Source: an optimization exercise on an open RTL-to-GDS flow (aim: small area). Production flows keep margins and buffers that such runs may drop.
In this exercise RTL edits were held to simulation tests only and were not proved equivalent to the original.
Power figures rest on the tool's default switching activity, not on a simulated workload.

===== flow/flow/run.sh =====
#!/bin/bash
set -euo pipefail
cd "$(dirname "$0")/.."
export BUFFER_PORTS_ARGS="-buffer_cell sky130_fd_sc_hd__buf_1"
export CTS_ARGS="-sink_clustering_enable -repair_clock_nets -dont_use_dummy_load -buf_list {sky130_fd_sc_hd__clkbuf_4 sky130_fd_sc_hd__clkbuf_8}"
bash standard.sh finish > standard_flow.log 2>&1

===== flow/constraint.sdc =====
create_clock -name core_clock -period 5.5 [get_ports {clk}]
set_input_delay 1.1000 -clock core_clock [delete_from_list [all_inputs] [get_ports {clk}]]
set_output_delay 1.1000 -clock core_clock [all_outputs]
set_load 0.01 [all_outputs]

===== flow/standard.sh =====
#!/bin/bash
# synth_recipe.tcl (not shown) runs the flow's synth.tcl, then flattens the netlist and writes it again
# the make line also repeats each setting of config.mk as NAME=value (left out here)
make -C /OpenROAD-flow-scripts/flow DESIGN_CONFIG=/design/flow/config.mk WORK_HOME=/design/flow/orfs CLKGATE_MAP_FILE= SYNTH_SCRIPT=/design/flow/synth_recipe.tcl "${@:-finish}"

===== flow/config.mk =====
export PLATFORM = sky130hd
export DESIGN_NAME = ptr_ring_router_mc
export DESIGN_NICKNAME = ptr_ring_router_mc
export VERILOG_FILES = /design/flow/design.v
export SDC_FILE = /design/flow/constraint.sdc
export NUM_CORES = 4
export LEC_CHECK = 0
export CAP_MARGIN = 20
export CORE_MARGIN = 2
export CORE_UTILIZATION = 60
export SLEW_MARGIN = 20

===== flow/design.v =====
module ptr_ring_router_mc #(
  parameter int DATA_WIDTH = 128,
  parameter int NODE_NUM   = 128,
  parameter int NUM_CH     = 4,
  parameter int INJ_DEPTH  = 8,
  parameter int EJ_DEPTH   = 8
) (
  input  logic                                  clk,
  input  logic                                  rst,
  input  logic [NUM_CH-1:0]                     lastVld,
  input  logic [NUM_CH*$clog2(NODE_NUM)-1:0]    lastDestCnt,
  input  logic [NUM_CH*DATA_WIDTH-1:0]          lastDat,
  output logic [NUM_CH-1:0]                     nxtVld,
  output logic [NUM_CH*$clog2(NODE_NUM)-1:0]    nxtDestCnt,
  output logic [NUM_CH*DATA_WIDTH-1:0]          nxtDat,
  input  logic                                  l2rWr,
  input  logic [$clog2(NODE_NUM)-1:0]           l2rDest,
  input  logic [DATA_WIDTH-1:0]                 l2rDat,
  output logic                                  l2rFull,
  input  logic                                  r2lRd,
  output logic [DATA_WIDTH-1:0]                 r2lDat,
  output logic                                  r2lEmpty,
  output logic [7:0]                            dropCnt,
  output logic [15:0]                           defCnt
);
  localparam int CNT_W = $clog2(NODE_NUM);
  localparam int PW    = (NUM_CH > 1) ? $clog2(NUM_CH) : 1;
  localparam int IAW   = $clog2(INJ_DEPTH);
  localparam int EAW   = $clog2(EJ_DEPTH);
  localparam int IW    = CNT_W + DATA_WIDTH;
  logic [NUM_CH-1:0]            r_nxtVld;
  logic [NUM_CH*CNT_W-1:0]      r_nxtDestCnt;
  logic [NUM_CH*DATA_WIDTH-1:0] r_nxtDat;
  logic [IW-1:0]                r_injMem [INJ_DEPTH];   
  logic [IAW:0]                 r_injWp, r_injRp;
  logic [DATA_WIDTH-1:0]        r_ejMem [EJ_DEPTH];
  logic [EAW:0]                 r_ejWp, r_ejRp;
  logic [PW-1:0]                r_ejPtr, r_injPtr;
  logic [7:0]                   r_dropCnt;
  logic [15:0]                  r_defCnt;
  logic                         r_ejPopped;    
  logic [INJ_DEPTH-1:0]         r_injRsel;     
  logic [EJ_DEPTH-1:0]          r_ejRsel;      
  logic w_injEmpty, w_injFull, w_ejEmpty, w_ejFull;
  assign w_injEmpty = r_injWp == r_injRp;
  assign w_injFull  = (r_injWp ^ r_injRp) == {1'b1, {IAW{1'b0}}};
  assign w_ejEmpty  = r_ejWp == r_ejRp;
  assign w_ejFull   = (r_ejWp ^ r_ejRp) == {1'b1, {EAW{1'b0}}};
  logic w_injWr, w_drop, w_ejRd;
  assign w_injWr = l2rWr && !w_injFull && (l2rDest != '0);
  assign w_drop  = l2rWr && !w_injFull && (l2rDest == '0);
  assign w_ejRd  = r2lRd && !w_ejEmpty;
  logic [NUM_CH-1:0] w_cand;
  always_comb
    for (int i = 0; i < NUM_CH; i++)
      w_cand[i] = lastVld[i] && (lastDestCnt[i*CNT_W +: CNT_W] == '0);
  logic          w_ejAny;
  logic [PW-1:0] w_ejIdx;
  logic [NUM_CH-1:0] w_ejGnt;
  always_comb begin
    w_ejAny = 1'b0;
    w_ejIdx = '0;
    for (int k = 0; k < NUM_CH; k++) begin
      if (!w_ejAny && w_cand[(int'(r_ejPtr) + k) % NUM_CH]) begin
        w_ejAny = 1'b1;
        w_ejIdx = PW'((int'(r_ejPtr) + k) % NUM_CH);
      end
    end
    w_ejGnt = '0;
    w_ejGnt[w_ejIdx] = w_ejAny;
  end
  logic w_ejAcc;
  assign w_ejAcc = w_ejAny && (!w_ejFull || r2lRd);
  logic [NUM_CH-1:0] w_busy;
  assign w_busy = lastVld & ~(w_ejGnt & {NUM_CH{w_ejAcc}});
  logic          w_injAny;
  logic [PW-1:0] w_injIdx;
  logic [NUM_CH-1:0] w_injGnt;
  always_comb begin
    w_injAny = 1'b0;
    w_injIdx = '0;
    for (int k = 0; k < NUM_CH; k++) begin
      if (!w_injEmpty && !w_injAny &&
          !w_busy[(int'(r_injPtr) + k) % NUM_CH]) begin
        w_injAny = 1'b1;
        w_injIdx = PW'((int'(r_injPtr) + k) % NUM_CH);
      end
    end
    w_injGnt = '0;
    w_injGnt[w_injIdx] = w_injAny;
  end
  logic [IW-1:0]        w_injHead;
  always_comb begin
    w_injHead = '0;
    for (int k = 0; k < INJ_DEPTH; k++)
      w_injHead = w_injHead | (r_injMem[k] & {IW{r_injRsel[k]}});
  end
  logic [DATA_WIDTH-1:0] w_ejHead;
  always_comb begin
    w_ejHead = '0;
    for (int k = 0; k < EJ_DEPTH; k++)
      w_ejHead = w_ejHead | (r_ejMem[k] & {DATA_WIDTH{r_ejRsel[k]}});
  end
  logic [DATA_WIDTH-1:0] w_ejWd;
  always_comb begin
    w_ejWd = '0;
    for (int i = 0; i < NUM_CH; i++)
      w_ejWd = w_ejWd | (lastDat[i*DATA_WIDTH +: DATA_WIDTH] & {DATA_WIDTH{w_ejGnt[i]}});
  end
  logic [NUM_CH-1:0]            w_vld;
  logic [NUM_CH*CNT_W-1:0]      w_dc;
  logic [NUM_CH*DATA_WIDTH-1:0] w_dat;
  always_comb begin
    for (int i = 0; i < NUM_CH; i++) begin
      w_vld[i] = w_busy[i] || w_injGnt[i];
      w_dc[i*CNT_W +: CNT_W] = w_busy[i] ?
        lastDestCnt[i*CNT_W +: CNT_W] - CNT_W'(1) : w_injHead[IW-1 -: CNT_W];
      w_dat[i*DATA_WIDTH +: DATA_WIDTH] = w_busy[i] ?
        lastDat[i*DATA_WIDTH +: DATA_WIDTH] : w_injHead[DATA_WIDTH-1:0];
    end
  end
  always_ff @(posedge clk) begin
    r_nxtDestCnt <= w_dc;
    r_nxtDat     <= w_dat;
    for (int k = 0; k < INJ_DEPTH; k++)
      if (w_injWr && r_injWp[IAW-1:0] == IAW'(k))
        r_injMem[k] <= {l2rDest - CNT_W'(1), l2rDat};
    for (int k = 0; k < EJ_DEPTH; k++)
      if (w_ejAcc && r_ejWp[EAW-1:0] == EAW'(k))
        r_ejMem[k] <= w_ejWd;
  end
  logic [EAW:0]        w_ejWpN, w_ejRpN;
  logic                w_ejEmptyN, w_ejPoppedN;
  logic [EAW-1:0]      w_ejRaN;
  logic [EJ_DEPTH-1:0] w_ejRselN;
  always_comb begin
    w_ejWpN     = r_ejWp + (EAW+1)'(w_ejAcc);
    w_ejRpN     = r_ejRp + (EAW+1)'(w_ejRd);
    w_ejEmptyN  = w_ejWpN == w_ejRpN;
    w_ejPoppedN = r_ejPopped || w_ejRd;
    w_ejRaN     = w_ejRpN[EAW-1:0] - EAW'(w_ejEmptyN);
    w_ejRselN   = '0;
    w_ejRselN[w_ejRaN] = w_ejPoppedN || !w_ejEmptyN;
  end
  logic [2:0]  w_nDef;
  logic [16:0] w_defSum;
  always_comb begin
    w_nDef = 3'(w_cand[0]) + 3'(w_cand[1]) + 3'(w_cand[2]) + 3'(w_cand[3]) -
             3'(w_ejAcc);
    w_defSum = {1'b0, r_defCnt} + 17'(w_nDef);
  end
  always_ff @(posedge clk or negedge rst) begin
    if (!rst) begin
      r_nxtVld  <= '0;
      r_injWp   <= '0;
      r_injRp   <= '0;
      r_ejWp    <= '0;
      r_ejRp    <= '0;
      r_ejPtr   <= '0;
      r_injPtr  <= '0;
      r_dropCnt <= '0;
      r_defCnt  <= '0;
      r_ejPopped <= 1'b0;
      r_injRsel <= INJ_DEPTH'(1);
      r_ejRsel  <= '0;
    end else begin
      if (w_injAny) r_injRsel <= {r_injRsel[INJ_DEPTH-2:0], r_injRsel[INJ_DEPTH-1]};
      r_ejRsel <= w_ejRselN;
      r_nxtVld <= w_vld;
      if (w_injWr)  r_injWp <= r_injWp + (IAW+1)'(1);
      if (w_injAny) r_injRp <= r_injRp + (IAW+1)'(1);
      r_ejWp     <= w_ejWpN;
      r_ejRp     <= w_ejRpN;
      r_ejPopped <= w_ejPoppedN;
      if (w_ejAny)  r_ejPtr  <= w_ejIdx + PW'(1);
      if (w_injAny) r_injPtr <= w_injIdx + PW'(1);
      if (w_drop && (r_dropCnt != 8'hFF))
        r_dropCnt <= r_dropCnt + 8'd1;
      r_defCnt <= w_defSum[16] ? 16'hFFFF : w_defSum[15:0];
    end
  end
  assign nxtVld     = r_nxtVld;
  assign nxtDestCnt = r_nxtDestCnt;
  assign nxtDat     = r_nxtDat;
  assign l2rFull    = w_injFull;
  assign r2lEmpty   = w_ejEmpty;
  assign r2lDat     = w_ejHead;
  assign dropCnt    = r_dropCnt;
  assign defCnt     = r_defCnt;
endmodule

==> results of run 1 <==
## state kept, by name (all words and copies together) (netlist names), 8 cells and up
name / count
r_injMem: 1080
r_dropCnt: 8
r_injRsel: 8
r_defCnt: 16
r_nxtDestCnt: 28
r_nxtDat: 512
r_ejRsel: 8
r_ejMem: 1024
## worst max-delay path by stage
stage | from | end | cells past startpoint
after floorplan | lastDestCnt[2] | r_ejMem[0][0] | 7
after global placement | lastDestCnt[2] | r_defCnt[11] | 23
after detailed placement | lastDestCnt[2] | r_defCnt[11] | 23
after CTS | r_ejRsel[4] | r2lDat[46] | 4
after global routing | r_ejWp[2] | r_defCnt[11] | 21
final | r_ejRsel[4] | r2lDat[46] | 4
## stage by stage
| step | power (W) | hold WS, ps |
|---|---|---|
| after global routing | 0.04489 | 243.1 |
| after global placement | 0.03014 | 433.6 |
| after CTS | 0.04365 | 209.6 |
| after detailed placement | 0.03024 | 438.1 |
| final | 0.04376 | 280.7 |
| after floorplan | 0.02726 | 416.0 |
## layer usage
layer / vias up / routed length (um) / global-route usage, %
li1: 26220 / - / -
met3: 743 / 52890 / 15.80
met2: 4860 / 154900 / 59.14
met4: 54 / 13910 / 15.75
met1: 32940 / 138800 / 61.10
met5: - / 351 / 0
## cells in the final DEF, fill, tap and decap left out, drive strengths merged, types with 3 or more instances in the layout
| cell type | n |
|---|---|
| edfxtp | 2104 |
| nor4 | 7 |
| or3 | 8 |
| diode | 53 |
| or2 | 4 |
| nor3 | 18 |
| clkbuf | 426 |
| nand3 | 15 |
| dfxtp | 540 |
| and3 | 13 |
| dfrtp | 64 |
| mux2 | 524 |
| and2 | 3 |
| a22oi | 1309 |
| inv | 34 |
| o31a | 3 |
| and4b | 3 |
| buf | 1580 |
| nand4 | 262 |
| ha | 33 |
| nor2 | 56 |
| xor2 | 23 |
| o31ai | 5 |
| a311oi | 4 |
| nand2 | 170 |
| o311a | 3 |
| and4 | 8 |
| xnor2 | 45 |
| nand2b | 8 |
| mux2i | 7 |
| a21oi | 30 |
| o21ai | 7 |
## timing repair
item | in CTS | in global routing
hold endpoints to repair | 11 | 0
gates resized for setup | 0 | 0
hold buffers | 1 | 0
## cell type report
class	instances	area, um^2
flip-flops and latches	2709	75680
well taps	2175	2721
repair buffers	1581	7438
fillers	11070	49540
clock buffers	426	5863
inverters	35	136.4
multi-input cells	2598	20710
diodes	53	132.6
## power by group
group	leakage (nW)	switching [W]	internal, W
Sequential	25.7	0.000816	0.0236
Combinational	9.69	0.00407	0.00153
Clock	3.06	0.00694	0.00680
Total	38.4	0.0118	0.0319
## cells by family after synthesis
logic type / Yosys count / synth area share, %
mux: 531 / 6.136
simple gates: 583 / 3.188
fa+ha+maj: 35 / 0.4637
flops: 2709 / 77.42
xor+xnor: 68 / 0.6097
buf+inv: 393 / 1.564
compound gates: 1381 / 10.62
## critical path, cell delays in order (launching register included)
cell     delay [ps]
dfrtp_4        1120
buf_4           630
a22oi_1         170
nand4_1         410
buf_1           330
==> impl_metrics.csv, run 1 <==
group,metric,value,unit
place,place_inst,9096,
timing,timing.final.crit_share,90.06,%
logic_synthesis,synth_common_cells,"2104 x edfxtp_1, 1309 x a22oi_1, 540 x dfxtp_1",
timing,period_needed,4954,ps
timing,finalMaxSlewViolations,0,
timing,tightest_slew,1191,ps
logic_synthesis,syn_nets,6418,
floorplan,core-area,0.1622,mm^2
setup_path,critPathLaunchType,"flip-flop",
floorplan,die-height,407.5,um
global_route,gr-total-overflow,0,
layout,syn_to_final_growth,15.36,%
floorplan,rows,148,
place,dpl_worst_slack,-337.5,ps
worst_hold_path,hold_start,"lastDat[283]",
floorplan,die_w,407.5,um
status,outcome,"finished clean",
logic_synthesis,synth_warnings,3,
setup_path,required,4400,ps
timing,setup_viol,0,
timing,skew,84.40,ps
setup_path,r2r_end,"r_defCnt[11]",
route,drc,0,
floorplan,dieArea,0.1660,mm^2
place,io_buffers,1380,
clocking,insertion_delay,1080,ps
clocking,clk_path_buf_depth,4,
global_route,grt_pass1_vias,61020,
route,drtIter0Drc,10920,
timing,finalSetupTns,0,ps
setup_path,end_kind,"primary output",
route,first_pass_iters,6,
setup_path,r2r_start,"r_ejWp[2]",
clocking,cts-root-buf,"clkbuf_8",
setup_path,r2r_setup_slack,650,ps
logic_synthesis,synth_top_area_cell,"edfxtp_1",
logic_synthesis,synth_top_area_share,64.68,%
power_and_ir_drop,power.density,388.3,mW/mm^2
logic_synthesis,synth_edf_count,2104,
setup_path,path_max_fanout,65,
logic_synthesis,yosysMostFrequentCell,"edfxtp_1",
clocking,clkTransAtPathRegs,70,ps
timing,max_freq,0.2019,GHz
floorplan,initial_utilization,60.21,%
logic_synthesis,synthArstFlopShare,2.399,%
logic_synthesis,synth_cell_types,72,
layout,drive_gt1_share,16.41,%
place,gp_congestion,1.121,
route,vias,64820,
run,maxCapViolations,0,
clocking,htreeDepth,5,
clocking,post_cts_buffers,0,
layout,postLayoutCellArea,0.1127,mm^2
global_route,grt_util_all_layers,42.38,%
place,post_dp_cell_area,0.1067,mm^2
layout,final_cells,9577,
setup_path,path_class,"flip-flop to primary output",
route,drt-total-wl,360.8,mm
timing,hold_violations,0,
worst_hold_path,hold_path_class,"input port to flip-flop",
timing,slew_headroom,20.59,%
clocking,cts_buffers,426,
clocking,clock-sinks,2709,
power_and_ir_drop,peakVddDrop,0.4432,mV
route,postRouteAntennaNets,0,
logic_synthesis,syn_inst,5700,
route,routedWlPerCell,37.68,um
logic_synthesis,ys_seq_area_share,77.42,%
worst_hold_path,timing.hold.worst_path_depth,2,
setup_path,critPathArrivalTime,3850,ps
setup_path,rr_worst_depth,21,
logic_synthesis,synth.ff_latch_count,2709,
clocking,cts_tree,"built",
timing,rsz0062_at_grt,"false",
power_and_ir_drop,p_leak,38.41,nW
layout,finish.utilization,69.46,%
logic_synthesis,ys.flop_type,"edfxtp_1",
worst_hold_path,whs_endpoint,"r_nxtDat[283]",
timing,fin_ws,546.4,ps
logic_synthesis,synth_area_leaders,"edfxtp_1 65%, dfxtp_1 11%, a22oi_1 10%, mux2_2 5.9%, nand4_1 1.7%",
global_route,grt_max_degree,129,
logic_synthesis,synth_area,0.09768,mm^2
logic_synthesis,avgSynthCellArea,17.14,um^2
global_route,antenna_found_initial,100,
global_route,grt_pass1_wl,489.3,mm
route,via_per_inst,6.769,
layout,final_nets,8069,
floorplan,boundaryPins,1381,
place,dp_hpwl,249.7,mm
==> inputs of run 2 (changes only) <==
--- a/flow/design.v
+++ b/flow/design.v
@@ -117,4 +117,5 @@
         lastDestCnt[i*CNT_W +: CNT_W] - CNT_W'(1) : w_injHead[IW-1 -: CNT_W];
-      w_dat[i*DATA_WIDTH +: DATA_WIDTH] = w_busy[i] ?
-        lastDat[i*DATA_WIDTH +: DATA_WIDTH] : w_injHead[DATA_WIDTH-1:0];
+      w_dat[i*DATA_WIDTH +: DATA_WIDTH] =
+        (lastDat[i*DATA_WIDTH +: DATA_WIDTH] & {DATA_WIDTH{w_busy[i]}}) |
+        (w_injHead[DATA_WIDTH-1:0] & {DATA_WIDTH{w_injGnt[i]}});
     end
==> flow/flow/run.sh (replaced) <==
#!/bin/bash
set -euo pipefail
cd "$(dirname "$0")/.."
rm -rf scripts_local
cp -r "$FLOW_HOME/scripts" scripts_local
cp flow/abc_area_map.script scripts_local/abc_speed.script
export SCRIPTS_DIR="$PWD/scripts_local"
export BUFFER_PORTS_ARGS="-buffer_cell sky130_fd_sc_hd__buf_1"
export CTS_ARGS="-sink_clustering_enable -repair_clock_nets -dont_use_dummy_load -buf_list {sky130_fd_sc_hd__clkbuf_8} -sink_clustering_size 14 -sink_clustering_max_diameter 50"
bash standard.sh finish > standard_flow.log 2>&1
==> flow/flow/abc_area_map.script (new file) <==
&get -n
&st
&syn2
&dch
&nf -a -R 1000
&st
&synch2
&nf -a -R 1000
&st
&dch -f
&nf -a -R 1000
&put
--- a/flow/config.mk
+++ b/flow/config.mk
@@ -7,5 +7,5 @@
 export LEC_CHECK = 0
-export CAP_MARGIN = 20
+export CAP_MARGIN = 10
 export CORE_MARGIN = 2
-export CORE_UTILIZATION = 60
-export SLEW_MARGIN = 20
+export CORE_UTILIZATION = 70
+export SLEW_MARGIN = 10
==> impl_metrics.csv, run 2 <==
group,metric,value,unit
logic_synthesis,synth_top_area_share,66.98,%
logic_synthesis,synth_cell_types,44,
status,outcome,"did not finish",
logic_synthesis,syn_nets,6289,
status,stop_stage,"3_2_place_iop",
floorplan,die-height,371.1,um
logic_synthesis,ys.flop_type,"edfxtp_1",
logic_synthesis,synth.ff_latch_count,2709,
floorplan,initial_utilization,70.59,%
logic_synthesis,synth_common_cells,"2104 x edfxtp_1, 790 x nand2_1, 554 x a222oi_1",
logic_synthesis,yosysMostFrequentCell,"edfxtp_1",
logic_synthesis,synth_area,0.09433,mm^2
status,error_line,"[ERROR PPL-0024] Number of IO pins (1381) exceeds maximum number of available positions (1342). Increase the die perimeter from 1484.38um to 1878.16um.",
logic_synthesis,avgSynthCellArea,16.93,um^2
floorplan,rows,134,
logic_synthesis,synthArstFlopShare,2.399,%
logic_synthesis,synth_warnings,3,
logic_synthesis,ys_seq_area_share,80.16,%
logic_synthesis,syn_inst,5571,
logic_synthesis,synth_edf_count,2104,
logic_synthesis,synth_area_leaders,"edfxtp_1 67%, dfxtp_1 11%, a222oi_1 5.9%, nand2_1 3.1%, a22o_1 2.9%",
logic_synthesis,synth_top_area_cell,"edfxtp_1",
floorplan,die_w,371.1,um
[run 2: changes by cell type after synthesis, sizes merged, moves of 34 or more]
cell / previous run / this run
a22oi: 1309 / 245
nand2: 170 / 790
a222oi: 0 / 554
mux2: 524 / 2
a22o: 0 / 317
clkbuf: 302 / 0
o21ai: 7 / 270
nand3: 15 / 236
nand4: 262 / 48
a221oi: 2 / 60
buf: 56 / 0
nor2: 56 / 98
inv: 34 / 0
[run 2: cell families after synthesis]
group                    synth area share (%)
flip-flops                              80.16
AND/OR/NAND/NOR                         5.588
buffers and inverters                  0.1114
XOR/XNOR                               0.5849
multiplexers                          0.02387
adder cells (fa/ha/maj)                0.4802
AO/OA/AOI/OAI                           13.05
==> inputs of run 3 (changes only) <==
==> flow/flow/abc_area_map.script (replaced) <==
&get -n
&st
&syn2
&dch -f
&nf -a -R 1000
&mfs
&st
&dch -f
&nf -a -R 1000
&mfs
&put
--- a/flow/config.mk
+++ b/flow/config.mk
@@ -9,3 +9,3 @@
 export CORE_MARGIN = 2
-export CORE_UTILIZATION = 70
+export CORE_UTILIZATION = 60
 export SLEW_MARGIN = 10
==> impl_metrics.csv, run 3 <==
group,metric,value,unit
route,drt-total-wl,314.7,mm
worst_hold_path,hold_start,"lastDat[463]",
layout,final_nets,7892,
worst_hold_path,whs_endpoint,"r_nxtDat[463]",
logic_synthesis,synth_edf_count,2104,
global_route,grt_util_all_layers,38.14,%
global_route,grt_pass1_vias,60140,
setup_path,r2r_end,"r_nxtDat[20]",
timing,hold_violations,0,
layout,drive_gt1_share,6.972,%
clocking,clkTransAtPathRegs,90,ps
clocking,cts_tree,"built",
logic_synthesis,synth_cell_types,44,
status,outcome,"finished clean",
clocking,htreeDepth,4,
timing,timing.final.crit_share,93.07,%
route,via_per_inst,6.890,
setup_path,critPathLaunchType,"input port",
global_route,grt_max_degree,91,
setup_path,r2r_setup_slack,770,ps
clocking,cts_buffers,223,
setup_path,path_buf_inv,5,
logic_synthesis,synthArstFlopShare,2.399,%
clocking,clk_path_buf_depth,3,
logic_synthesis,synth_common_cells,"2104 x edfxtp_1, 586 x nand2_1, 540 x dfxtp_1",
logic_synthesis,synth_area,0.09399,mm^2
logic_synthesis,synth_top_area_share,67.22,%
setup_path,end_kind,"flip-flop",
logic_synthesis,synth_area_leaders,"edfxtp_1 67%, dfxtp_1 12%, a222oi_1 5.6%, a22o_1 4.0%, nand2_1 2.3%",
route,vias,64020,
logic_synthesis,syn_nets,6060,
logic_synthesis,synth.ff_latch_count,2709,
floorplan,dieArea,0.1598,mm^2
power_and_ir_drop,power.density,395.6,mW/mm^2
layout,multi_input_area,0.01850,mm^2
power_and_ir_drop,p_leak,36.66,nW
clocking,clock-sinks,2709,
worst_hold_path,timing.hold.worst_path_depth,3,
run,maxCapViolations,0,
worst_hold_path,hold_path_class,"input port to flip-flop",
power_and_ir_drop,peakVddDrop,0.9282,mV
layout,mostFrequentLayoutCell,"edfxtp_1",
setup_path,crit_path_max_incr_delay,390,ps
layout,seq_area,0.07568,mm^2
setup_path,r2r_start,"r_ejWp[1]",
logic_synthesis,ys_seq_area_share,80.45,%
place,gp_congestion,0.9818,
timing,skew,107.6,ps
global_route,grt_pass1_wl,433.0,mm
timing,tightest_slew,1176,ps
route,routedWlPerCell,33.87,um
layout,reg_top3,"r_injMem x1080, r_ejMem x1024, r_nxtDat x512",
timing,whs,364.3,ps
timing,slew_headroom,21.61,%
clocking,cts-root-buf,"clkbuf_8",
layout,largest_reg_flops,1080,
global_route,antenna_found_initial,81,
layout,regMostFlops,"r_injMem",
floorplan,core-area,0.1558,mm^2
logic_synthesis,avgSynthCellArea,17.60,um^2
logic_synthesis,syn_inst,5342,
power_and_ir_drop,power,0.04266,W
global_route,gr-total-overflow,0,
timing,setup_viol,0,
timing,max_freq,0.1953,GHz
floorplan,rows,145,
timing,rsz0062_at_grt,"false",
setup_path,path_max_fanout,53,
floorplan,boundaryPins,1381,
setup_path,required,6350,ps
clocking,insertion_delay,960,ps
logic_synthesis,synth_top_area_cell,"edfxtp_1",
place,io_buffers,1380,
route,drtIter0Drc,11110,
setup_path,cp_slowest_cell,"o21ai_0",
floorplan,die-height,399.8,um
route,drc,0,
layout,final_cell_mix,"2104 x edfxtp_1, 1379 x buf_1, 586 x nand2_1",
floorplan,die_w,399.8,um
logic_synthesis,synth_warnings,3,
clocking,post_cts_buffers,0,
setup_path,rr_worst_depth,19,
place,dp_hpwl,202.0,mm
timing,finalMaxSlewViolations,0,
layout,fillCellCount,10820,
setup_path,critPathArrivalTime,5970,ps
layout,finish.utilization,69.20,%
setup_path,path_class,"input port to flip-flop",
route,postRouteAntennaNets,0,
layout,syn_to_final_growth,14.73,%
floorplan,initial_utilization,60.31,%
setup_path,critPathTopFamily,"simple AND/OR/NAND/NOR gates",
logic_synthesis,ys.flop_type,"edfxtp_1",
logic_synthesis,yosysMostFrequentCell,"edfxtp_1",
route,first_pass_iters,15,
timing,period_needed,5119,ps
setup_path,crit_chain,"buf_1, nor4_4, and4b_1, clkinv_2, a22oi_1, nor2_1, a211oi_2, clkinv_2, ha_4, nand2b_1, nor2_4, a21boi_4, mux2i_1, o21ai_0, clkinv_1, nor3_1, nand2_1, nand2_1, o211ai_1, ha_1, nor2_1, and3_4, buf_12, a22o_1",
==> run 3: cell count changes after synthesis, moves of 5 or more <==
cell and delta:
or4_1 +6, a22oi_1 +45, nand2_1 -204, nand4_1 +30, a221oi_1 -11, a222oi_1 -24, nor2_1 -34, a31oi_1 +5
a22o_1 +116, and3_1 +32, o21ai_0 -127, nand3_1 -68
==> run 3: final cells by class <==
class	instances	share of cell area, %
Sequential cell	2709	70.17
Multi-Input combinational cell	2604	17.16
Timing Repair Buffer	1607	7.187
Clock buffer	223	2.846
Tap cell	2058	2.388
Antenna cell	62	0.1439
Inverter	29	0.1033
==> run 3: cell families after synthesis <==
logic type,synth area share [%]
AOI/OAI and AO/OA,13.58
xor gates and xnor gates,0.5591
adders and majority gates,0.4819
buffers and inverters,0.1158
DFF,80.45
muxes,0.07987
and+or+nand+nor,4.732
==> run 3: worst max-delay path by stage <==
stage / from / endpoint / slack, ps / cells after the start
after floorplan: lastDestCnt[9] / r_nxtDat[385] / -13470 / 18
final: lastDestCnt[10] / r_nxtDat[20] / 380 / 24
after global placement: lastDestCnt[9] / r_nxtDat[258] / -310 / 24
after CTS: lastDestCnt[10] / r_nxtDat[296] / 590 / 25
after global routing: lastDestCnt[2] / r_nxtDat[296] / 90 / 25
after detailed placement: lastDestCnt[10] / r_nxtDat[302] / -400 / 25
==> run 3: worst register-to-register path: stages (launching register included) <==
cell,delay [ps]
dfrtp_1,490
xnor2_1,210
nand3_1,140
nor3_1,500
buf_4,230
clkinv_1,60
buf_4,160
a21boi_4,160
mux2i_1,100
o21ai_0,390
clkinv_1,140
nor3_1,290
nand2_1,120
nand2_1,90
o211ai_1,90
ha_1,380
nor2_1,230
and3_4,280
buf_12,230
a22o_1,410
==> run 3: what timing repair did <==
action | 4_1_cts | 5_1_grt
hold buffers | 1 | 0
resized for setup | 0 | 0
endpoints found under the hold margin | 4 | 0
==> run 3: metal layers <==
metal	track usage [%]	vias to the layer above	part of all wire, %
met4	19.20	30	5.3
met3	9.548	732	12
li1	-	26330	-
met1	51.19	32150	36
met2	58.54	4782	46
met5	0.1211	-	0.064
==> run 3: stage by stage <==
stage	worst slack (ps)	setup TNS, ps	instance area [um^2]	instances
2_1_floorplan	-13470	-	94090	5342
3_3_place_gp	-314.6	-95530	104600	9006
3_5_place_dp	-399.3	-146410	104600	9006
4_1_cts	590.8	0	107700	9230
5_1_grt	85.09	0	107800	9271
6_report	381.0	0	107800	9292
==> run 3: report_power, final <==
group	internal (W)	leakage [nW]	switching, W	total, W
clock network	0.00359	1.60	0.00605	0.00965
logic	0.00232	9.38	0.00639	0.00871
registers	0.0235	25.7	0.000789	0.0243
==> inputs of run 4 (changes only) <==
==> flow/flow/abc_area_map.script (replaced) <==
&get -n
&st
&syn2
&dch
&nf -a -R 1000
&st
&synch2
&nf -a -R 1000
&st
&dch -f
&nf -a -R 1000
&put
--- a/flow/config.mk
+++ b/flow/config.mk
@@ -7,5 +7,5 @@
 export LEC_CHECK = 0
-export CAP_MARGIN = 10
+export CAP_MARGIN = 20
 export CORE_MARGIN = 2
 export CORE_UTILIZATION = 60
-export SLEW_MARGIN = 10
+export SLEW_MARGIN = 20
==> impl_metrics.csv, run 4 <==
group,metric,value,unit
status,outcome,"finished clean",
setup_path,cp_slowest_cell,"fa_1",
logic_synthesis,yosysMostFrequentCell,"edfxtp_1",
place,dp_hpwl,203.1,mm
layout,drive_gt1_share,6.914,%
layout,finish.utilization,69.30,%
setup_path,crit_chain,"xnor2_1, nand3_1, o31ai_2, clkinv_1, ha_1, xnor2_1, ha_1, ha_1, clkinv_1, fa_1, clkinv_1, fa_1, a21oi_1, nor2_1, and2_0, and4_1, and2_0, nand2_1, buf_4, nand2_1",
route,routedWlPerCell,33.14,um
run,maxCapViolations,0,
timing,setup_viol,0,
setup_path,critPathTopFamily,"adder cells",
logic_synthesis,synth_warnings,3,
clocking,cts_buffers,224,
layout,fillCellCount,10910,
logic_synthesis,ys.flop_type,"edfxtp_1",
setup_path,crit_path_max_incr_delay,550,ps
logic_synthesis,ys_seq_area_share,80.16,%
clocking,insertion_delay,950,ps
place,gp_congestion,0.9631,
setup_path,critPathArrivalTime,5730,ps
layout,final_cell_mix,"2104 x edfxtp_1, 1379 x buf_1, 788 x nand2_1",
global_route,grt_pass1_wl,442.8,mm
setup_path,required,6290,ps
logic_synthesis,synthArstFlopShare,2.399,%
clocking,htreeDepth,4,
setup_path,path_class,"flip-flop to flip-flop",
layout,largest_reg_flops,1080,
logic_synthesis,synth_top_area_share,66.98,%
floorplan,dieArea,0.1604,mm^2
clocking,cts-root-buf,"clkbuf_8",
timing,timing.final.crit_share,89.88,%
global_route,gr-total-overflow,0,
route,drc,0,
logic_synthesis,synth_top_area_cell,"edfxtp_1",
timing,hold_violations,0,
logic_synthesis,synth.ff_latch_count,2709,
floorplan,core-area,0.1562,mm^2
place,place_inst,9239,
power_and_ir_drop,power.density,466.7,mW/mm^2
layout,mostFrequentLayoutCell,"edfxtp_1",
timing,finalMaxSlewViolations,0,
route,postRouteAntennaNets,0,
power_and_ir_drop,power,0.05052,W
logic_synthesis,synth_area_leaders,"edfxtp_1 67%, dfxtp_1 11%, a222oi_1 5.9%, nand2_1 3.1%, a22o_1 2.9%",
layout,final_cells,9504,
route,via_per_inst,6.791,
logic_synthesis,syn_inst,5571,
worst_hold_path,hold_path_class,"input port to asynchronous set/reset pin",
global_route,antenna_found_initial,76,
floorplan,initial_utilization,60.39,%
timing,max_freq,0.2023,GHz
timing,skew,70.88,ps
layout,final_nets,8125,
logic_synthesis,syn_nets,6289,
setup_path,end_kind,"flip-flop",
place,io_buffers,1380,
route,vias,64540,
floorplan,rows,145,
place,dpl_worst_slack,-335.6,ps
clocking,clk_path_buf_depth,3,
logic_synthesis,synth_cell_types,44,
global_route,grt_util_all_layers,38.21,%
layout,reg_top3,"r_injMem x1080, r_ejMem x1024, r_nxtDat x512",
layout,syn_to_final_growth,14.75,%
timing,tightest_slew,1160,ps
power_and_ir_drop,p_leak,36.95,nW
timing,period_needed,4944,ps
floorplan,die_w,400.5,um
logic_synthesis,synth_edf_count,2104,
route,drt-total-wl,314.9,mm
layout,regMostFlops,"r_injMem",
logic_synthesis,synth_area,0.09433,mm^2
route,drtIter0Drc,11500,
logic_synthesis,avgSynthCellArea,16.93,um^2
global_route,grt_pass1_vias,61670,
timing,fin_ws,556.4,ps
floorplan,boundaryPins,1381,
global_route,grt_max_degree,130,
setup_path,path_buf_inv,4,
timing,rsz0062_at_grt,"false",
clocking,clkTransAtPathRegs,90,ps
setup_path,critPathLaunchType,"flip-flop",
logic_synthesis,synth_common_cells,"2104 x edfxtp_1, 790 x nand2_1, 554 x a222oi_1",
timing,slew_headroom,22.68,%
floorplan,die-height,400.5,um
setup_path,path_max_fanout,8,
route,first_pass_iters,10,
clocking,cts_tree,"built",
clocking,clock-sinks,2709,
power_and_ir_drop,peakVddDrop,0.4257,mV
==> run 4: cell count changes in the layout (fill, tap and decap cells not counted), moves of 31 or more <==
| cell | previous run | this run |
|---|---|---|
| and3_1 | 36 | 4 |
| nor2_1 | 57 | 88 |
| o21ai_0 | 141 | 269 |
| nand3_1 | 168 | 236 |
| nand2_1 | 586 | 788 |
| a22o_1 | 433 | 317 |
| a22oi_1 | 290 | 245 |
==> run 4: final timing paths <==
kind,start,cells after the start,to,slack [ps]
hold / removal,rst,1,r_defCnt[6],170
min in group core_clock,lastDat[194],3,r_nxtDat[194],370
setup / recovery,r_ejWp[1],20,r_defCnt[13],560
setup reg to reg,r_ejWp[1],20,r_defCnt[13],560
max in group asynchronous,rst,2,r_ejRsel[1],4170
hold reg to reg,r_ejPopped,2,r_ejPopped,460
==> run 4: cell type report <==
| cell class | count | area [um^2] | share of cell area [%] |
|---|---|---|---|
| Antenna cell | 41 | 102.6 | 0.09478 |
| Clock buffer | 224 | 3083 | 2.848 |
| Inverter | 28 | 115.1 | 0.1063 |
| Multi-Input combinational cell | 2834 | 18870 | 17.44 |
| Sequential cell | 2709 | 75680 | 69.91 |
| Tap cell | 2058 | 2575 | 2.379 |
| Timing Repair Buffer | 1610 | 7821 | 7.225 |
==> run 4: what timing repair did <==
action	in CTS	in global routing
buffers inserted	0	0
endpoints found under the setup margin	0	5
hold buffers	0	0
resized for setup	0	1
==> run 4: cells by family (layout without fill, tap and decap cells) <==
kind of cell,Yosys count,after routing,synth area share (%)
and+or+nand+nor,1244,1244,5.588
muxes,2,2,0.02387
other,0,41,0
xor gates and xnor gates,63,63,0.5849
AOI/OAI and AO/OA,1490,1490,13.05
DFF,2709,2709,80.16
buffers and inverters,28,1862,0.1114
adders and majority gates,35,35,0.4802
==> run 4: per-layer routing <==
metal | up-vias | wire (um) | global-route usage, %
met3 | 734 | 35550 | 8.670
met5 | - | 234 | 0
met2 | 4701 | 149500 | 60.38
li1 | 26870 | - | -
met1 | 32200 | 112200 | 50.06
met4 | 36 | 17430 | 19.90
==> run 4: metrics by stage <==
step                instance area, um^2  hold slack, ps  TNS [ps]
floorplan                         94470           412.3         -
global placement                 105100           431.1     -6219
detailed placement               105100           428.6    -17590
CTS                              108100           107.7         0
global route                     108200           167.0         0
finish                           108300           170.9         0
==> run 4: power by group <==
group          total (W)  leakage (nW)  internal, W  switching, W
Combinational     0.0139          9.99      0.00436       0.00951
Clock            0.00965          1.61      0.00361       0.00604
Sequential        0.0270          25.3       0.0252       0.00178
==> inputs of run 5 (changes only) <==
==> flow/flow/run.sh (replaced) <==
#!/bin/bash
set -euo pipefail
cd "$(dirname "$0")/.."
rm -rf scripts_local
cp -r "$FLOW_HOME/scripts" scripts_local
cp flow/abc_area_map.script scripts_local/abc_speed.script
export SCRIPTS_DIR="$PWD/scripts_local"
export BUFFER_PORTS_ARGS="-buffer_cell sky130_fd_sc_hd__buf_1"
export CTS_ARGS="-sink_clustering_enable -repair_clock_nets -dont_use_dummy_load -buf_list {sky130_fd_sc_hd__clkbuf_8} -sink_clustering_size 18 -sink_clustering_max_diameter 40"
bash standard.sh finish > standard_flow.log 2>&1
==> flow/flow/abc_area_map.script (replaced) <==
&get -n
&st
&syn2
&dch -f
&nf -a -R 1000
&mfs
&st
&dch -f
&nf -a -R 1000
&mfs
&put
--- a/flow/config.mk
+++ b/flow/config.mk
@@ -7,5 +7,5 @@
 export LEC_CHECK = 0
-export CAP_MARGIN = 20
+export CAP_MARGIN = 10
 export CORE_MARGIN = 2
 export CORE_UTILIZATION = 60
-export SLEW_MARGIN = 20
+export SLEW_MARGIN = 10
==> impl_metrics.csv, run 5 <==
group,metric,value,unit
status,outcome,"finished clean",
layout,largest_reg_flops,1080,
route,routedWlPerCell,33.79,um
power_and_ir_drop,power,0.04452,W
logic_synthesis,synth_simple_gate_area_share,4.732,%
timing,skew,113.2,ps
global_route,grt_max_degree,91,
route,drtIter0Drc,11090,
clocking,cts_buffers,314,
setup_path,critPathTopFamily,"simple AND/OR/NAND/NOR gates",
power_and_ir_drop,clkPwrFrac,25.8,%
timing,max_freq,0.1971,GHz
power_and_ir_drop,p_leak,37.31,nW
run,maxCapViolations,0,
clocking,ctsResizeCount,0,
route,vias,64430,
layout,syn_to_final_growth,16.05,%
power_and_ir_drop,sw_frac_of_total,30.52,%
clocking,clk_path_buf_depth,4,
route,postRouteAntennaNets,0,
power_and_ir_drop,switchingPower,0.01359,W
logic_synthesis,synth.ff_latch_count,2709,
setup_path,required,6400,ps
logic_synthesis,ys.flop_type,"edfxtp_1",
clocking,cts-root-buf,"clkbuf_8",
global_route,gr-total-overflow,0,
floorplan,die_w,399.8,um
layout,mostFrequentLayoutCell,"edfxtp_1",
setup_path,rr_worst_depth,20,
power_and_ir_drop,p_int,0.03093,W
setup_path,critPathLaunchType,"input port",
layout,final_cell_mix,"2104 x edfxtp_1, 1379 x buf_1, 586 x nand2_1",
logic_synthesis,synth_top_area_share,67.22,%
logic_synthesis,synth_top_family_by_area,"compound AO/OA/AOI/OAI gates",
setup_path,cp.depth,25,
setup_path,crit_path_max_incr_delay,390,ps
logic_synthesis,yosysMostFrequentCell,"edfxtp_1",
place,dp_hpwl,202.0,mm
place,gp_congestion,0.9818,
clocking,clkTransAtPathRegs,80,ps
global_route,antenna_found_initial,78,
global_route,grt_util_all_layers,38.38,%
clocking,htreeDepth,5,
worst_hold_path,timing.hold.worst_path_depth,3,
logic_synthesis,ys_seq_area_share,80.45,%
place,io_buffers,1380,
logic_synthesis,avgSynthCellArea,17.60,um^2
clocking,insertion_delay,1030,ps
timing,timing.final.crit_share,92.24,%
floorplan,boundaryPins,1381,
logic_synthesis,synth_compound_area_share,13.58,%
layout,final_nets,7983,
power_and_ir_drop,peakVddDrop,0.9370,mV
logic_synthesis,synthArstFlopShare,2.399,%
route,drt-total-wl,316.8,mm
clocking,post_cts_buffers,0,
route,first_pass_iters,9,
logic_synthesis,synth_area,0.09399,mm^2
global_route,grt_pass1_wl,435.7,mm
logic_synthesis,synth_area_leaders,"edfxtp_1 67%, dfxtp_1 12%, a222oi_1 5.6%, a22o_1 4.0%, nand2_1 2.3%",
setup_path,path_max_fanout,48,
setup_path,path_class,"input port to flip-flop",
clocking,cts_tree,"built",
layout,regMostFlops,"r_injMem",
logic_synthesis,synth_xor_area_share,0.5591,%
logic_synthesis,synth_common_cells,"2104 x edfxtp_1, 586 x nand2_1, 540 x dfxtp_1",
layout,drive_gt1_share,8.137,%
setup_path,crit_top_cell,"nand2_1",
layout,finish.utilization,69.99,%
layout,fillCellCount,10760,
global_route,grt_pass1_vias,61050,
timing,slew_headroom,20.91,%
floorplan,dieArea,0.1598,mm^2
setup_path,path_buf_inv,5,
clocking,clock-sinks,2709,
route,via_per_inst,6.871,
setup_path,end_kind,"flip-flop",
power_and_ir_drop,pwr-share-seq,54.7,%
setup_path,critPathArrivalTime,5970,ps
floorplan,die-height,399.8,um
power_and_ir_drop,combPwrFrac,19.6,%
floorplan,core-area,0.1558,mm^2
power_and_ir_drop,power.density,408.1,mW/mm^2
logic_synthesis,synth_warnings,3,
logic_synthesis,synth_adder_area_share,0.4819,%
layout,postLayoutCellArea,0.1091,mm^2
clocking,cts_hold_buffers,1,
setup_path,cp_slowest_cell,"o21ai_0",
timing,tightest_slew,1186,ps
worst_hold_path,hold_path_class,"input port to flip-flop",
logic_synthesis,synth_top_area_cell,"edfxtp_1",
logic_synthesis,syn_inst,5342,
timing,finalMaxSlewViolations,0,
layout,reg_top3,"r_injMem x1080, r_ejMem x1024, r_nxtDat x512",
timing,hold_violations,0,
logic_synthesis,syn_nets,6060,
logic_synthesis,synth_edf_count,2104,
logic_synthesis,synth_cell_types,44,
floorplan,initial_utilization,60.31,%
route,drc,0,
place,post_dp_cell_area,0.1046,mm^2
timing,rsz0062_at_grt,"false",
timing,period_needed,5073,ps
logic_synthesis,synth_mux_area_share,0.07987,%
floorplan,rows,145,
timing,setup_viol,0,
## run 5: tightest hold or removal path, stage by stage
cell	delay, ps
buf_1	90
nand2_1	50
o21ai_0	60
## run 5: per-stage QoR
stage                     TNS (ps)  cells  worst slack [ps]  hold WS (ps)
after detailed placement   -146410   9006            -399.3         427.1
after CTS                        0   9321             626.7         242.8
after floorplan                  -   5342            -13470         412.3
final                            0   9376             426.7         311.2
after global routing             0   9357             131.1         287.1
after global placement      -95530   9006            -314.6         428.1
## run 5: power by group through the flow
stage	Clock, W	Sequential [W]	Combinational [W]
global route	0.0123	0.0244	0.00897
floorplan	0	0.0249	0.00320
finish	0.0115	0.0243	0.00872
global placement	0	0.0247	0.00841
detailed placement	0	0.0247	0.00849
CTS	0.0116	0.0243	0.00851
## run 5: layer usage
metal	global-route usage, %	vias up	share of wire, %	wire, um
li1	-	26500	-	-
met1	51.29	32380	36	115000
met2	59.26	4712	47	148300
met3	9.495	784	12	36800
met4	19.24	42	5.2	16360
met5	0.1513	-	0.098	310
## run 5: final timing paths
check,from,slack [ps],end
max in group asynchronous,rst,3590,r_injRsel[2]
min,lastDat[106],310,r_nxtDat[106]
min in group asynchronous,rst,580,r_defCnt[8]
max,lastDestCnt[10],430,r_nxtDat[354]
max reg2reg,r_ejWp[1],770,r_nxtDat[354]
min reg2reg,r_ejPopped,460,r_ejPopped
## run 5: cell type report
class / instances / area (um^2) / area share (%)
Antenna cell: 55 / 137.6 / 0.1262
Inverter: 29 / 111.4 / 0.1021
Tap cell: 2058 / 2575 / 2.361
Clock buffer: 314 / 4322 / 3.962
Sequential cell: 2709 / 75680 / 69.38
Timing Repair Buffer: 1607 / 7751 / 7.106
Multi-Input combinational cell: 2604 / 18500 / 16.96
## run 5: kinds of logic after synthesis
group                    Yosys count
flip-flops                      2709
AO/OA/AOI/OAI                   1501
AND/OR/NAND/NOR                 1001
XOR/XNOR                          60
adder cells (fa/ha/maj)           35
buffers and inverters             29
multiplexers                       7
==> inputs of run 6 (changes only) <==
--- a/flow/design.v
+++ b/flow/design.v
@@ -115,4 +115,5 @@
       w_vld[i] = w_busy[i] || w_injGnt[i];
-      w_dc[i*CNT_W +: CNT_W] = w_busy[i] ?
-        lastDestCnt[i*CNT_W +: CNT_W] - CNT_W'(1) : w_injHead[IW-1 -: CNT_W];
+      w_dc[i*CNT_W +: CNT_W] =
+        ((lastDestCnt[i*CNT_W +: CNT_W] - CNT_W'(1)) & {CNT_W{w_busy[i]}}) |
+        (w_injHead[IW-1 -: CNT_W] & {CNT_W{w_injGnt[i]}});
       w_dat[i*DATA_WIDTH +: DATA_WIDTH] =
==> flow/flow/run.sh (replaced) <==
#!/bin/bash
set -euo pipefail
cd "$(dirname "$0")/.."
rm -rf scripts_local
cp -r "$FLOW_HOME/scripts" scripts_local
cp flow/abc_area_map.script scripts_local/abc_speed.script
export SCRIPTS_DIR="$PWD/scripts_local"
export BUFFER_PORTS_ARGS="-buffer_cell sky130_fd_sc_hd__buf_1"
export CTS_ARGS="-sink_clustering_enable -repair_clock_nets -dont_use_dummy_load -buf_list {sky130_fd_sc_hd__clkbuf_8} -sink_clustering_size 17 -sink_clustering_max_diameter 55"
bash standard.sh finish > standard_flow.log 2>&1
==> impl_metrics.csv, run 6 <==
group,metric,value,unit
status,outcome,"finished clean",
global_route,use_met3,10.07,%
timing,timing.final.crit_share,91.38,%
clocking,cts_buffers,191,
global_route,grt_pass1_vias,59770,
logic_synthesis,synth_top_area_cell,"edfxtp_1",
timing,setup_viol,0,
logic_synthesis,yosysMostFrequentCell,"edfxtp_1",
worst_hold_path,hold_path_class,"input port to asynchronous set/reset pin",
setup_path,end_kind,"flip-flop",
clocking,cts-root-buf,"clkbuf_8",
clocking,clock-sinks,2709,
timing,tightest_slew,1203,ps
setup_path,path_class,"flip-flop to flip-flop",
global_route,busiest_layer,"met2",
setup_path,required,6260,ps
place,dp_hpwl,208.0,mm
timing,slew_headroom,19.80,%
layout,syn_to_final_growth,14.62,%
power_and_ir_drop,combPwrFrac,22.9,%
clocking,ctsResizeCount,0,
global_route,gr-usage-met1,51.66,%
run,maxCapViolations,0,
global_route,grt_util_all_layers,39.06,%
layout,mostFrequentLayoutCell,"edfxtp_1",
route,first_pass_iters,10,
clocking,insertion_delay,970,ps
logic_synthesis,synth.ff_latch_count,2709,
layout,drive_gt1_share,7.623,%
timing,rsz0062_at_grt,"false",
global_route,grt_max_degree,109,
layout,finish.utilization,69.07,%
power_and_ir_drop,pwr-share-seq,56.2,%
power_and_ir_drop,p_int,0.02963,W
timing,max_freq,0.1990,GHz
timing,hold_violations,0,
timing,skew,88.01,ps
timing,finalMaxSlewViolations,0,
logic_synthesis,ys.flop_type,"edfxtp_1",
floorplan,die-height,399.6,um
floorplan,boundaryPins,1381,
logic_synthesis,synth_warnings,3,
clocking,cts_hold_buffers,0,
clocking,cts_tree,"built",
place,io_buffers,1380,
route,via_per_inst,6.897,
floorplan,initial_utilization,60.26,%
power_and_ir_drop,power.density,401.2,mW/mm^2
timing,finalSetupTns,0,ps
setup_path,critPathLaunchType,"flip-flop",
layout,largest_reg_flops,1080,
layout,fillCellCount,10880,
logic_synthesis,syn_inst,5331,
route,routedWlPerCell,34.47,um
route,vias,64120,
route,drc,0,
layout,final_cell_mix,"2104 x edfxtp_1, 1379 x buf_1, 595 x nand2_1",
logic_synthesis,synthArstFlopShare,2.399,%
layout,regMostFlops,"r_injMem",
global_route,met2_usage,61.01,%
setup_path,critPathArrivalTime,5790,ps
power_and_ir_drop,p_leak,36.31,nW
logic_synthesis,synth_cell_types,49,
power_and_ir_drop,sw_frac_of_total,31.38,%
place,place_inst,9056,
floorplan,die_w,399.6,um
layout,final_nets,7909,
route,postRouteAntennaNets,0,
floorplan,rows,145,
global_route,gr-total-overflow,0,
clocking,post_cts_buffers,0,
clocking,htreeDepth,4,
logic_synthesis,synth_area_leaders,"edfxtp_1 67%, dfxtp_1 12%, a222oi_1 6.0%, a22o_1 3.7%, nand2_1 2.4%",
layout,reg_top3,"r_injMem x1080, r_ejMem x1024, r_nxtDat x512",
layout,final_cells,9296,
timing,fin_ws,474.2,ps
timing,period_needed,5026,ps
floorplan,dieArea,0.1597,mm^2
logic_synthesis,avgSynthCellArea,17.62,um^2
global_route,grt_pass1_wl,440.9,mm
clocking,clkTransAtPathRegs,90,ps
route,drtIter0Drc,11990,
place,dpl_worst_slack,-363.4,ps
logic_synthesis,synth_top_area_share,67.28,%
logic_synthesis,synth_edf_count,2104,
logic_synthesis,ys_seq_area_share,80.52,%
logic_synthesis,synth_area,0.09391,mm^2
logic_synthesis,syn_nets,6049,
floorplan,core-area,0.1558,mm^2
global_route,antenna_found_initial,64,
route,drt-total-wl,320.5,mm
clocking,clk_path_buf_depth,3,
power_and_ir_drop,switchingPower,0.01355,W
logic_synthesis,synth_common_cells,"2104 x edfxtp_1, 599 x nand2_1, 567 x a222oi_1",
setup_path,path_max_fanout,8,
place,gp_congestion,0.9679,
power_and_ir_drop,clkPwrFrac,20.9,%
power_and_ir_drop,peakVddDrop,0.7061,mV
-- run 6: power by group through the flow --
stage | sequential, W | combinational (W) | clock [W]
after CTS | 0.0242 | 0.00969 | 0.00906
after global placement | 0.0247 | 0.00957 | 0
after floorplan | 0.0249 | 0.00342 | 0
after global routing | 0.0244 | 0.0102 | 0.00977
after detailed placement | 0.0247 | 0.00966 | 0
final | 0.0243 | 0.00990 | 0.00902
-- run 6: kinds of logic after synthesis --
group / Yosys count / share of synthesized area, %
DFF: 2709 / 80.52
AOI/OAI and AO/OA: 1502 / 13.56
and+or+nand+nor: 987 / 4.631
xor gates and xnor gates: 64 / 0.5969
adders and majority gates: 35 / 0.4823
buffers and inverters: 28 / 0.1119
muxes: 6 / 0.09326
-- run 6: final timing paths --
kind	start	endpoint	slack [ps]	cells after the start
worst max-delay path	r_ejWp[2]	r_defCnt[12]	470	22
worst min-delay path	rst	r_dropCnt[7]	170	1
worst max register to register	r_ejWp[2]	r_defCnt[12]	470	22
worst min register to register	r_ejPopped	r_ejPopped	450	2
max in group asynchronous	rst	r_ejRsel[3]	4110	2
min in group core_clock	lastDat[57]	r_nxtDat[57]	380	3
-- run 6: cell type report --
| class | count | area [um^2] | area share, % |
|---|---|---|---|
| flip-flops and latches | 2709 | 75680 | 70.31 |
| inverters | 28 | 150.1 | 0.1395 |
| clock buffers | 191 | 2629 | 2.442 |
| repair buffers | 1667 | 7986 | 7.419 |
| multi-input cells | 2594 | 18500 | 17.19 |
| well taps | 2058 | 2575 | 2.392 |
| diodes | 49 | 122.6 | 0.1139 |
-- run 6: stage by stage --
stage / hold WS [ps] / total power, W / cell area [um^2]
after global placement: 425.6 / 0.03422 / 104900
after CTS: 87.52 / 0.04299 / 107500
after global routing: 154.9 / 0.04434 / 107600
after floorplan: 412.3 / 0.02833 / 94120
final: 166.6 / 0.04318 / 107600
after detailed placement: 427.3 / 0.03437 / 104900
-- run 6: per-layer routing --
metal,share of wire (%),up-vias,routed length (um)
li1,-,26320,-
met1,36,32360,114400
met2,48,4706,152800
met3,12,695,37650
met4,4.8,34,15270
met5,0.11,-,345
-- run 6: critical path, stage by stage (launching register included) --
cell and delay (ps):
dfrtp_1 600, xnor2_1 170, nand3_1 150, nor3_1 200, buf_4 190, clkinv_1 130
nand2_1 130, clkinv_1 100, ha_1 330, xor2_1 170, ha_1 280, ha_1 160
clkinv_1 100, fa_1 450, xnor2_1 150, ha_1 290, and2_0 190, o2111ai_1 140
buf_4 170, nor3_1 380, nand2_1 120, a21boi_0 170, o21ai_0 100
==> inputs of run 7 (changes only) <==
==> flow/flow/run.sh (replaced) <==
#!/bin/bash
set -euo pipefail
cd "$(dirname "$0")/.."
rm -rf scripts_local
cp -r "$FLOW_HOME/scripts" scripts_local
cp flow/abc_area_map.script scripts_local/abc_speed.script
export SCRIPTS_DIR="$PWD/scripts_local"
export BUFFER_PORTS_ARGS="-buffer_cell sky130_fd_sc_hd__buf_1"
export CTS_ARGS="-sink_clustering_enable -repair_clock_nets -dont_use_dummy_load -buf_list {sky130_fd_sc_hd__clkbuf_8} -sink_clustering_size 14 -sink_clustering_max_diameter 50"
bash standard.sh finish > standard_flow.log 2>&1
==> impl_metrics.csv, run 7 <==
group,metric,value,unit
status,outcome,"finished clean",
setup_path,rr_worst_depth,22,
clocking,cts_buffers,222,
clocking,cts_hold_buffers,0,
layout,largest_reg_flops,1080,
layout,finish.utilization,69.34,%
logic_synthesis,synthArstFlopShare,2.399,%
floorplan,die_w,399.6,um
power_and_ir_drop,p_leak,36.53,nW
global_route,gr-total-overflow,0,
run,maxCapViolations,0,
timing,rsz0062_at_grt,"false",
logic_synthesis,synth_top_area_share,67.28,%
floorplan,core-area,0.1558,mm^2
global_route,grt_util_all_layers,39.10,%
logic_synthesis,syn_nets,6049,
timing,max_freq,0.2036,GHz
setup_path,critPathLaunchType,"flip-flop",
route,drtIter0Drc,11600,
place,gp_congestion,0.9679,
logic_synthesis,synth_common_cells,"2104 x edfxtp_1, 599 x nand2_1, 567 x a222oi_1",
setup_path,path_max_fanout,8,
timing,setup_viol,0,
logic_synthesis,synth_cell_types,49,
timing,slew_headroom,20.97,%
setup_path,end_kind,"flip-flop",
clocking,htreeDepth,4,
layout,final_nets,7940,
setup_path,required,6350,ps
layout,reg_top3,"r_injMem x1080, r_ejMem x1024, r_nxtDat x512",
layout,mostFrequentLayoutCell,"edfxtp_1",
global_route,antenna_found_initial,73,
logic_synthesis,synth_warnings,3,
logic_synthesis,ys_seq_area_share,80.52,%
layout,regMostFlops,"r_injMem",
route,drc,0,
layout,final_cells,9326,
logic_synthesis,syn_inst,5331,
route,routedWlPerCell,34.41,um
route,first_pass_iters,14,
clocking,post_cts_buffers,0,
power_and_ir_drop,power,0.04383,W
global_route,grt_pass1_wl,441.3,mm
floorplan,boundaryPins,1381,
floorplan,rows,145,
setup_path,crit_path_start,"r_ejWp[2]",
place,dp_hpwl,208.0,mm
layout,syn_to_final_growth,15.07,%
logic_synthesis,synth_top_area_cell,"edfxtp_1",
logic_synthesis,synth.ff_latch_count,2709,
setup_path,critPathArrivalTime,5760,ps
logic_synthesis,synth_area_leaders,"edfxtp_1 67%, dfxtp_1 12%, a222oi_1 6.0%, a22o_1 3.7%, nand2_1 2.4%",
clocking,clk_path_buf_depth,3,
setup_path,path_class,"flip-flop to flip-flop",
clocking,cts_tree,"built",
route,drt-total-wl,320.9,mm
power_and_ir_drop,power.density,405.6,mW/mm^2
worst_hold_path,hold_path_class,"input port to asynchronous set/reset pin",
route,postRouteAntennaNets,0,
logic_synthesis,ys.flop_type,"edfxtp_1",
logic_synthesis,avgSynthCellArea,17.62,um^2
global_route,grt_max_degree,109,
logic_synthesis,synth_edf_count,2104,
timing,tightest_slew,1185,ps
logic_synthesis,yosysMostFrequentCell,"edfxtp_1",
route,via_per_inst,6.894,
layout,drive_gt1_share,8.019,%
route,vias,64290,
clocking,ctsResizeCount,0,
layout,postLayoutCellArea,0.1081,mm^2
setup_path,r2r_end,"r_defCnt[12]",
timing,skew,86.54,ps
place,io_buffers,1380,
place,place_inst,9056,
timing,finalMaxSlewViolations,0,
setup_path,r2r_start,"r_ejWp[2]",
global_route,grt_pass1_vias,60260,
floorplan,dieArea,0.1597,mm^2
floorplan,initial_utilization,60.26,%
timing,hold_violations,0,
clocking,cts-root-buf,"clkbuf_8",
place,post_dp_cell_area,0.1049,mm^2
timing,period_needed,4911,ps
timing,timing.final.crit_share,89.29,%
floorplan,die-height,399.6,um
logic_synthesis,synth_area,0.09391,mm^2
power_and_ir_drop,peakVddDrop,0.7029,mV
clocking,clkTransAtPathRegs,80,ps
clocking,clock-sinks,2709,
clocking,insertion_delay,1000,ps
layout,final_cell_mix,"2104 x edfxtp_1, 1379 x buf_1, 595 x nand2_1",
setup_path,r2r_setup_slack,590,ps
## run 7: cell counts after synthesis
No cell type changed its count.
## run 7: worst max path at each step
stage | end | slack, ps | cells past startpoint
after floorplan | r_nxtDat[385] | -9240 | 17
after global placement | r_defCnt[12] | -310 | 25
after detailed placement | r_defCnt[12] | -360 | 25
after CTS | r_defCnt[12] | 590 | 22
after global routing | r_defCnt[12] | 180 | 22
final | r_defCnt[12] | 590 | 22
## run 7: layout make-up
type / count / area, um^2
repair buffers: 1667 / 7986
well taps: 2058 / 2575
flip-flops and latches: 2709 / 75680
fillers: 10790 / 47780
inverters: 28 / 150.1
multi-input cells: 2594 / 18500
diodes: 48 / 120.1
clock buffers: 222 / 3055
## run 7: cells by family after synthesis
family | Yosys count | share of synthesized area [%]
AO/OA/AOI/OAI | 1502 | 13.56
XOR/XNOR | 64 | 0.5969
adder cells (fa/ha/maj) | 35 | 0.4823
buffers and inverters | 28 | 0.1119
flip-flops | 2709 | 80.52
multiplexers | 6 | 0.09326
AND/OR/NAND/NOR | 987 | 4.631
## run 7: layer usage
| metal | vias to the layer above | wire length [um] | GRT usage, % |
|---|---|---|---|
| li1 | 26390 | - | - |
| met1 | 32360 | 113800 | 51.61 |
| met2 | 4749 | 152000 | 60.92 |
| met3 | 757 | 38310 | 10.16 |
| met4 | 38 | 16550 | 18.90 |
| met5 | - | 308 | 0.6659 |
## run 7: worst max-delay path: stages, from the launching register on
cell and delay [ps]:
dfrtp_1 590, xnor2_1 170, nand3_1 150, nor3_1 200, buf_4 190, clkinv_1 120
nand2_1 120, clkinv_1 100, ha_1 330, xor2_1 170, ha_1 280, ha_1 150
clkinv_1 90, fa_1 450, xnor2_1 150, ha_1 290, and2_0 180, o2111ai_1 140
buf_4 170, nor3_1 380, nand2_1 120, a21boi_0 170, o21ai_0 100
## run 7: where the power goes
group | switching, W | leakage, nW | total (W) | internal [W]
clock | 0.00610 | 1.60 | 0.00967 | 0.00358
sequential | 0.000734 | 25.3 | 0.0243 | 0.0235
combinational | 0.00690 | 9.60 | 0.00990 | 0.00300
## run 7: through the flow
stage                     setup slack, ps  hold slack, ps  setup TNS [ps]
after detailed placement           -363.4           427.3          -35100
after floorplan                     -9235           412.3               -
after global placement             -312.7           425.6          -13700
final                               589.0           108.7               0
after CTS                           589.9           38.09               0
after global routing                176.3           90.61               0

[separate check: timing with driven ports]
The flow's constraints put no driver on any port. The routed layouts listed below were extracted and timed again, unchanged, in two steps.
Step 1 assumes that a clkbuf_16 drives the clock port and a buf_2 every other input.
Step 2 also shifts input and output timing later by t, the mid clock arrival at the registers, as if the neighbouring blocks saw the same clock.
Slacks: ideal ports / drivers / drivers and shift; pairs: ideal ports / drivers.
| run | t, ns | setup slack, ns | worst data-port slew with drivers (ns) |
|---|---|---|---|
| run 1 | 1.138 | 0.546 / 0.455 / -0.424 | 0.37 |
| run 3 | 0.999 | 0.381 / 0.438 / -0.561 | 0.29 |
| run 4 | 0.996 | 0.556 / 0.556 / -0.320 | 0.28 |
| run 5 | 1.068 | 0.427 / 0.487 / -0.581 | 0.30 |
| run 6 | 1.014 | 0.474 / 0.474 / -0.448 | 0.30 |
| run 7 | 1.050 | 0.589 / 0.589 / -0.373 | 0.32 |
Met with ideal ports but missed after step 2: setup timing in every run listed. For run 5, which loses most, drivers alone change the setup slack by +0.060 ns; drivers and shift together by -1.008 ns.
